Source: an optimization exercise on an open RTL-to-GDS flow (aim: small area, a short achievable clock period and few clock cycles). Production flows keep margins and buffers that such runs may drop.
In this exercise RTL edits were held to simulation tests only and were not proved equivalent to the original.
Power and IR drop assume default switching activity.

## old
## matvec_top
module matvec_top (
    input  logic               clk,
    input  logic               reset,
    input  logic               input_valid,
    output logic               input_ready,
    input  matvec_pkg::elem_t  input_data,
    input  logic               new_matrix,
    output logic               output_valid,
    input  logic               output_ready,
    output matvec_pkg::acc_t   output_data
);
Size: ~8800 cells after synthesis, roughly 49 I/O pins, roughly 100000 µm² of cells after synthesis.
clock: 8.0 ns
lec_check: 0
cap_margin: 20
core_margin: 2
core_utilization: 70
cts_cluster_diameter: 120
cts_cluster_size: 24
setup_slack_margin: 4.6
slew_margin: 20
tns_end_percent: 0
run.sh (not shown) runs the stock make flow with config.mk's settings and CLKGATE_MAP_FILE= SYNTH_SCRIPT=/design/flow/synth_recipe.tcl, a recipe that flattens the netlist after the stock synthesis.
Every stage of the flow completed for old, and the final layout passed the timing, design-rule and antenna checks.
Testbench counts of old, summed over its fixed seeds: cycles 5,464.
The inputs of new differ from those of old as listed below.
Settings: removing TNS_END_PERCENT (formerly 0); changing SETUP_SLACK_MARGIN from 4.6 to 4.3.
### Flow results
- Compared to old, new reaches a lower achievable clock.
- Compared with old, new shows a lower post-CTS setup-driven buffer insertion count.
- Of new and old, the run reporting the lower critical path depth was old.
- Combined area of the multi-input logic cells (new vs. old) decreases slightly
- From old to new the numbers moved as follows: routing usage on met2 shows an increase of 1.6 points; count of fill cells added during filler insertion shows an increase of 269; total area of sequential cells shows a reduction of 0.49%; area added between synthesis and finish shows a reduction of 1.0 points.
- Clock transition at the registers of the reported paths: new vs old — no meaningful difference

* * *

matvec_top, a different RTL version from the one above (not shown whole).
Size: ~9600 cells after synthesis.
make LEC_CHECK=0 CAP_MARGIN=20 CORE_MARGIN=2 CORE_UTILIZATION=40 SLEW_MARGIN=20 finish   # period 8.0 ns
The starting point completed with no timing, DRC or antenna violations.
Testbench counts at the start, summed over its fixed seeds: cycles 5,464.
Rerun with:
Settings changed: SETUP_SLACK_MARGIN set to 4.5.
=> Non-clock buffer count goes up by 324; area after synthesis is unchanged; worst setup slack gains 1.6 ns; fmax came out higher by 40%; total power goes up by 24%; sequential cell count does not change; wire length went up by 5.1%; combinational power is higher by 61%; final area climbs by 7.0%.

* * *

== run 1 ==
matvec_top, a different RTL version from the one above (not shown whole).
For scale: roughly 2100 flip-flops, ~49 I/O pins, roughly 99000 um^2 of cells after synthesis.
export LEC_CHECK = 0
export CAP_MARGIN = 20
export CORE_MARGIN = 2
export CORE_UTILIZATION = 70
export CTS_CLUSTER_DIAMETER = 150
export CTS_CLUSTER_SIZE = 30
export SETUP_SLACK_MARGIN = 4.5
export SLEW_MARGIN = 20
create_clock -name core_clock -period 8.0 [get_ports {clk}]
Run 1: PASS, flow complete, no timing, DRC or antenna violations
Testbench counts of run 1, summed over its fixed seeds: cycles 5,464.
Relative to run 1, the following input files were edited for run 2:
Settings: CTS_CLUSTER_SIZE now 24, was 30; CTS_CLUSTER_DIAMETER now 120, was 150.
--- outcome ---
In the flow results for run 2 and run 1, the part of the power in combinational logic is smaller on run 2.
The power of run 2 was inferior to that of run 1.
Going from run 1 to run 2, top achievable clock speed grew slightly.
Edits applied to the flow inputs when going from run 2 to run 3:
Settings: swapping 4.5 for 4.7 in SETUP_SLACK_MARGIN; putting TNS_END_PERCENT at 0 where nothing was set.
Results
Run 3 ended with every stage complete and zero timing, DRC or antenna violations. Run 2: done, clean on timing, DRC and antenna. Min portion of total power attributed to the clock network across run 2 and run 3: run 2. Fmax, run 2 and run 3: lower on run 3. Looking at max-slew headroom at the worst pin, run 3 sits 1.2 points above run 2.
For run 4, these inputs were changed with respect to run 3:
Settings: swapping 4.7 for 4.5 in SETUP_SLACK_MARGIN.
Results
| count of non-filler cells in the finished layout | higher: run 3 |. On design area: between run 4 and run 3, it ends up lower for run 4. Comparing run 4 with run 3, the multi-input combinational gate total came out essentially unchanged. Delta (run 4 minus run 3): wire length now sits lower, wire length of the first global-routing pass now sits lower. Lower final critical-path required period among run 4 and run 3: run 3. Diff run 4..run 3 | netlist area before placement | unchanged. Compared run 4 vs run 3, and utilization is down in run 4. Looking at run 4 and run 3, the number of tapcells is a wash. Setup slack: run 4 less than run 3. Re number of max-cap violations: no difference whatsoever between run 4 and run 3.

afterwards: timing with drivers on the ports:
In the flow no input, the clock included, has a driving cell. The finished layouts below were timed again as built, in two steps.
Step 1 assumes that a clkbuf_16 drives the clock port and a buf_2 every other input.
Step 2 adds t to the input delays and takes it off the output delays; t is the mean of the earliest and latest rising clock arrival at the registers after step 1. Input paths then give back, and output paths get back, about the clock's delay inside the block.
Slacks: no drivers / after step 1 / after step 2; pairs: no drivers / after step 1.
run | t (ns) | slack for setup (ns) | worst register clock-pin slew, ns | pins driven straight from the clock port
old | 0.851 | 4.450 / 4.384 / 3.755 | 0.11 / 0.11 | 1
new | 0.840 | 4.330 / 4.270 / 3.656 | 0.11 / 0.11 | 1
the first run of note 2 | 0.958 | 2.568 / 2.568 / 2.568 | 0.07 / 0.07 | 1
the second run of note 2 | 0.940 | 4.133 / 4.133 / 3.659 | 0.07 / 0.07 | 1
run 1 | 0.821 | 4.381 / 4.381 / 3.897 | 0.12 / 0.12 | 1
run 2 | 0.846 | 4.417 / 4.417 / 3.910 | 0.11 / 0.11 | 1
run 3 | 0.833 | 4.364 / 4.364 / 3.795 | 0.11 / 0.11 | 1
run 4 | 0.835 | 4.246 / 4.246 / 3.563 | 0.11 / 0.11 | 1
After both steps setup and hold are still met in every run listed. For old, which loses most, drivers alone change the setup slack by -0.066 ns; drivers and shift together by -0.695 ns.
